Source: an optimization exercise on an open RTL-to-GDS flow (aim: small area). Production flows keep margins and buffers that such runs may drop. In this exercise RTL edits were held to simulation tests only and were not proved equivalent to the original. Power and IR drop assume default switching activity. The flow treats the clock pin as an ideal source, which a real chip does not have.

Setup of run 1:
==> flow/design.v (excerpt) <==
module double_ended_queue_top (
   input  logic        clock,
   input  logic        reset,
   input  logic        req_tvalid,
   output logic        req_tready,
   input  logic [31:0] req_tdata,
   input  logic [2:0]  req_tuser,
   output logic        rsp_tvalid,
   input  logic        rsp_tready,
   output logic [31:0] rsp_tdata,
   output logic [1:0]  rsp_tuser,
   output logic        rsp_tlast
);
For scale: ~1000 cells after synthesis, about 530 flip-flops, about 19000 µm² of cells after synthesis.
make LEC_CHECK=0 CAP_MARGIN=20 CORE_MARGIN=2 CORE_UTILIZATION=30 SLEW_MARGIN=20 SYNTH_HIERARCHICAL=1 finish   # period 5.0 ns
run.sh (not shown) runs the stock make flow with config.mk's settings and CLKGATE_MAP_FILE= SYNTH_SCRIPT=/design/flow/synth_recipe.tcl, a recipe that flattens the netlist after the stock synthesis.
Having completed the whole flow, run 1 delivered a layout that passed the timing, design-rule and antenna checks.
Modified inputs, run 2 compared to run 1
==> flow/flow/run.sh (new file) <==
#!/bin/bash
# Standard ORFS layout (the standard.sh), with two changes:
#  - port buffers are buf_1 cells instead of the tool's default pick;
#  - CTS clusters more sinks per leaf buffer and adds no dummy loads.
# make's full output goes to standard.log; ORFS keeps each step's log under orfs/logs.
set -euo pipefail
bash standard.sh \
  "BUFFER_PORTS_ARGS=-buffer_cell sky130_fd_sc_hd__buf_1" \
  "CTS_ARGS=-sink_clustering_enable -repair_clock_nets -dont_use_dummy_load -buf_list sky130_fd_sc_hd__clkbuf_16 -sink_clustering_size 32 -sink_clustering_max_diameter 150" \
  finish > standard.log 2>&1
==> flow/standard.sh (new file) <==
#!/bin/bash
# synth_recipe.tcl (not shown) runs the flow's synth.tcl, then flattens the netlist and writes it again
# the make line also repeats each setting of config.mk as NAME=value (left out here)
make -C /OpenROAD-flow-scripts/flow DESIGN_CONFIG=/design/flow/config.mk WORK_HOME=/design/flow/orfs CLKGATE_MAP_FILE= SYNTH_SCRIPT=/design/flow/synth_recipe.tcl "${@:-finish}"
-- flow/config.mk --
<<< run 1, line 8
export CAP_MARGIN = 20
>>> run 2, line 8
export CAP_MARGIN = 0
<<< run 1, line 10
export CORE_UTILIZATION = 30
export SLEW_MARGIN = 20
>>> run 2, line 10
export CORE_UTILIZATION = 60
export GPL_TIMING_DRIVEN = 0
export SLEW_MARGIN = 0
removed: flow/run.sh
Max-slew violation count: run 2 vs run 1 identical
Summary of the comparison: count of clock-buffer cells in the layout is lower in run 2, relative to run 1.
Run 2: worst path arrival time 0.37 ns below run 1
[run 2 vs run 1] hold slack: higher in run 2
Between run 2 and run 1, final routed wire length divided by cell count is lower for run 1, run 2 comes in above that.
From run 1 to run 2 the numbers moved as follows: initial antenna violation count down 1; die area down 49%; ratio of routed vias to standard cells up 32%.

---

The RTL this note starts from:
==> flow/design.v <==
`timescale 1ns / 1ps
`timescale 1ns / 1ps
`timescale 1ns / 1ps
`timescale 1ns / 1ps
module double_ended_queue_top (
   input  logic        clock,
   input  logic        reset,
   input  logic        req_tvalid,
   output logic        req_tready,
   input  logic [31:0] req_tdata,
   input  logic [2:0]  req_tuser,
   output logic        rsp_tvalid,
   input  logic        rsp_tready,
   output logic [31:0] rsp_tdata,
   output logic [1:0]  rsp_tuser,
   output logic        rsp_tlast
);
   logic [31:0] mem [16];
   logic [3:0] head_ff, tailp1_ff;
   logic       full_ff, dump_ff;
   logic       rsp_valid_ff, rsp_isdata_ff, rsp_last_ff;
   logic [1:0] rsp_stat_ff;
   logic [3:0] rsp_idx_ff;
   logic       out_free, accept, is_empty;
   logic [3:0] head_dec, head_inc, tailp1_dec, tailp1_inc, idx_inc;
   assign out_free   = !rsp_valid_ff || rsp_tready;
   assign req_tready = !dump_ff && out_free;
   assign accept     = req_tvalid && req_tready;
   assign is_empty   = (head_ff == tailp1_ff) && !full_ff;
   assign head_dec   = head_ff - 4'd1;
   assign head_inc   = head_ff + 4'd1;
   assign tailp1_dec = tailp1_ff - 4'd1;
   assign tailp1_inc = tailp1_ff + 4'd1;
   assign idx_inc    = rsp_idx_ff + 4'd1;
   logic       do_push, do_pop, op_back;
   assign op_back = req_tuser[0];
   assign do_push = accept && (req_tuser[2:1] == 2'b00) && !full_ff;
   assign do_pop  = accept && (req_tuser[2:1] == 2'b01) && !is_empty;
   logic [3:0] waddr;
   assign waddr = op_back ? tailp1_ff : head_dec;
   logic [15:0] we;
   deq_dec u_wdec (.en(do_push), .a(waddr), .y(we));
   genvar gi;
   generate
      for (gi = 0; gi < 16; gi++) begin : g_mem
         always_ff @(posedge clock) begin
            if (we[gi]) mem[gi] <= req_tdata;
         end
      end
   endgenerate
   always_ff @(posedge clock) begin
      if (reset) begin
         head_ff      <= '0;
         tailp1_ff    <= '0;
         full_ff      <= 1'b0;
         dump_ff      <= 1'b0;
         rsp_valid_ff <= 1'b0;
      end else begin
         if (rsp_tready) rsp_valid_ff <= 1'b0;
         if (dump_ff) begin
            if (out_free) begin
               rsp_valid_ff <= 1'b1;
               if (idx_inc == tailp1_dec) dump_ff <= 1'b0;
            end
         end else if (accept) begin
            unique case (req_tuser)
               3'd0, 3'd1: begin
                  rsp_valid_ff <= 1'b1;
                  if (!full_ff) begin
                     if (op_back) tailp1_ff <= tailp1_inc;
                     else         head_ff   <= head_dec;
                     full_ff <= (op_back ? tailp1_inc : tailp1_ff) == (op_back ? head_ff : head_dec);
                  end
               end
               3'd2, 3'd3: begin
                  rsp_valid_ff <= 1'b1;
                  if (!is_empty) begin
                     if (op_back) tailp1_ff <= tailp1_dec;
                     else         head_ff   <= head_inc;
                     full_ff <= 1'b0;
                  end
               end
               3'd4: begin
                  if (is_empty) rsp_valid_ff <= 1'b1;
                  else          dump_ff      <= 1'b1;
               end
               default: begin
               end
            endcase
         end
      end
   end
   always_ff @(posedge clock) begin
      if (dump_ff) begin
         if (out_free) begin
            rsp_idx_ff    <= idx_inc;
            rsp_isdata_ff <= 1'b1;
            rsp_stat_ff   <= 2'd0;
            rsp_last_ff   <= (idx_inc == tailp1_dec);
         end
      end else if (accept) begin
         rsp_last_ff   <= 1'b1;
         rsp_isdata_ff <= do_pop;
         rsp_idx_ff    <= (req_tuser == 3'd4) ? head_dec : (op_back ? tailp1_dec : head_ff);
         rsp_stat_ff   <= (req_tuser[2:1] == 2'b00) ? (full_ff ? 2'd2 : 2'd0) : (is_empty ? 2'd1 : 2'd0);
      end
   end
   logic [15:0] rsel;
   deq_dec u_rdec (.en(rsp_isdata_ff), .a(rsp_idx_ff), .y(rsel));
   generate
      for (gi = 0; gi < 32; gi++) begin : g_rd
         logic [15:0] col;
         for (genvar j = 0; j < 16; j++) begin : g_col
            assign col[j] = mem[j][gi];
         end
         deq_rd_bit u_rd (.d(col), .s(rsel), .y(rsp_tdata[gi]));
      end
   endgenerate
   assign rsp_tvalid = rsp_valid_ff;
   assign rsp_tuser  = rsp_stat_ff;
   assign rsp_tlast  = rsp_last_ff;
endmodule
module deq_dec (
   input  logic        en,
   input  logic [3:0]  a,
   output logic [15:0] y
);
   logic [3:0] lo, hi;
   always_comb begin
      for (int k = 0; k < 4; k++) begin
         lo[k] = en && a[1:0] == 2'(k);
         hi[k] = a[3:2] == 2'(k);
      end
   end
   for (genvar i = 0; i < 16; i++) begin : g_and
      deq_and2 u_and (.a(lo[i % 4]), .b(hi[i / 4]), .y(y[i]));
   end
endmodule
module deq_and2 (
   input  logic a,
   input  logic b,
   output logic y
);
   assign y = a & b;
endmodule
module deq_rd_bit (
   input  logic [15:0] d,
   input  logic [15:0] s,
   output logic        y
);
   logic [5:0] n;
   for (genvar k = 0; k < 5; k++) begin : g_aoi
      deq_aoi222 u_aoi (.a(d[3*k+2:3*k]), .b(s[3*k+2:3*k]), .y(n[k]));
   end
   deq_nand2 u_nand (.a(d[15]), .b(s[15]), .y(n[5]));
   deq_nand6 u_or (.a(n), .y(y));
endmodule
module deq_aoi222 (
   input  logic [2:0] a,
   input  logic [2:0] b,
   output logic       y
);
   assign y = !((a[0] & b[0]) | (a[1] & b[1]) | (a[2] & b[2]));
endmodule
module deq_nand2 (
   input  logic a,
   input  logic b,
   output logic y
);
   assign y = !(a & b);
endmodule
module deq_nand6 (
   input  logic [5:0] a,
   output logic       y
);
   assign y = !(&a);
endmodule
clock: 5.0 ns
lec_check: 0
cap_margin: 20
core_margin: 2
core_utilization: 60
slew_margin: 20
synth_hierarchical: 1
standard.sh (not shown) runs the stock make flow with config.mk's settings and CLKGATE_MAP_FILE= SYNTH_SCRIPT=/design/flow/synth_recipe.tcl, a recipe that flattens the netlist after the stock synthesis.
==> flow/flow/run.sh <==
#!/bin/bash
# Standard ORFS layout (the standard.sh), with two changes:
#  - port buffers are buf_1 cells instead of the tool's default pick;
#  - CTS clusters more sinks per leaf buffer and adds no dummy loads.
# make's full output goes to standard.log; ORFS keeps each step's log under orfs/logs.
set -euo pipefail
bash standard.sh \
  "BUFFER_PORTS_ARGS=-buffer_cell sky130_fd_sc_hd__buf_1" \
  "CTS_ARGS=-sink_clustering_enable -repair_clock_nets -dont_use_dummy_load -buf_list sky130_fd_sc_hd__clkbuf_16 -sink_clustering_size 36 -sink_clustering_max_diameter 80" \
  finish > standard.log 2>&1
The starting point ran to the end with no violations.
Then changed:
--- a/flow/flow/run.sh
+++ b/flow/flow/run.sh
@@ -8,3 +8,3 @@
   "BUFFER_PORTS_ARGS=-buffer_cell sky130_fd_sc_hd__buf_1" \
-  "CTS_ARGS=-sink_clustering_enable -repair_clock_nets -dont_use_dummy_load -buf_list sky130_fd_sc_hd__clkbuf_16 -sink_clustering_size 36 -sink_clustering_max_diameter 80" \
+  "CTS_ARGS=-sink_clustering_enable -repair_clock_nets -dont_use_dummy_load -buf_list sky130_fd_sc_hd__clkbuf_8 -sink_clustering_size 18 -sink_clustering_max_diameter 60" \
   finish > standard.log 2>&1
Result: Design area hardly moves. Register-to-register slack barely changes. Utilization is about the same. Sequential share of layout area is about the same. Via count rises by 0.69%. Combinational power is about the same. Power drops by 0.45%.

## static timing again, ports no longer ideal
The flow's constraints put no driver on any port. The routed layouts listed below were extracted and timed again, unchanged, in two steps. Step 1 (the two cells are an assumption about what drives the block):
set clk [get_ports {clock}]
set_driving_cell -lib_cell sky130_fd_sc_hd__clkbuf_16 $clk
set_driving_cell -lib_cell sky130_fd_sc_hd__buf_2 [delete_from_list [all_inputs] $clk]
Step 2 times the ports against the registers' clock, not the clock port: input delays grow and output delays shrink by t, the midpoint of the rising clock arrivals with the driver on. Three values: ideal, step 1, step 2; two values: the first two.
run	t (ns)	setup WS [ns]	hold slack, ns	cell pins on the clock port's net
run 1	0.643	0.290 / 0.235 / 0.877	0.646 / 0.646 / 0.646	1
run 2	0.581	0.658 / 0.605 / 1.186	0.667 / 0.667 / 0.667	1
the first run of note 2	0.578	0.895 / 0.842 / 1.407	0.580 / 0.580 / 0.580	1
the second run of note 2	0.580	0.893 / 0.845 / 1.411	0.579 / 0.579 / 0.579	1
After both steps setup and hold are still met in every run listed.
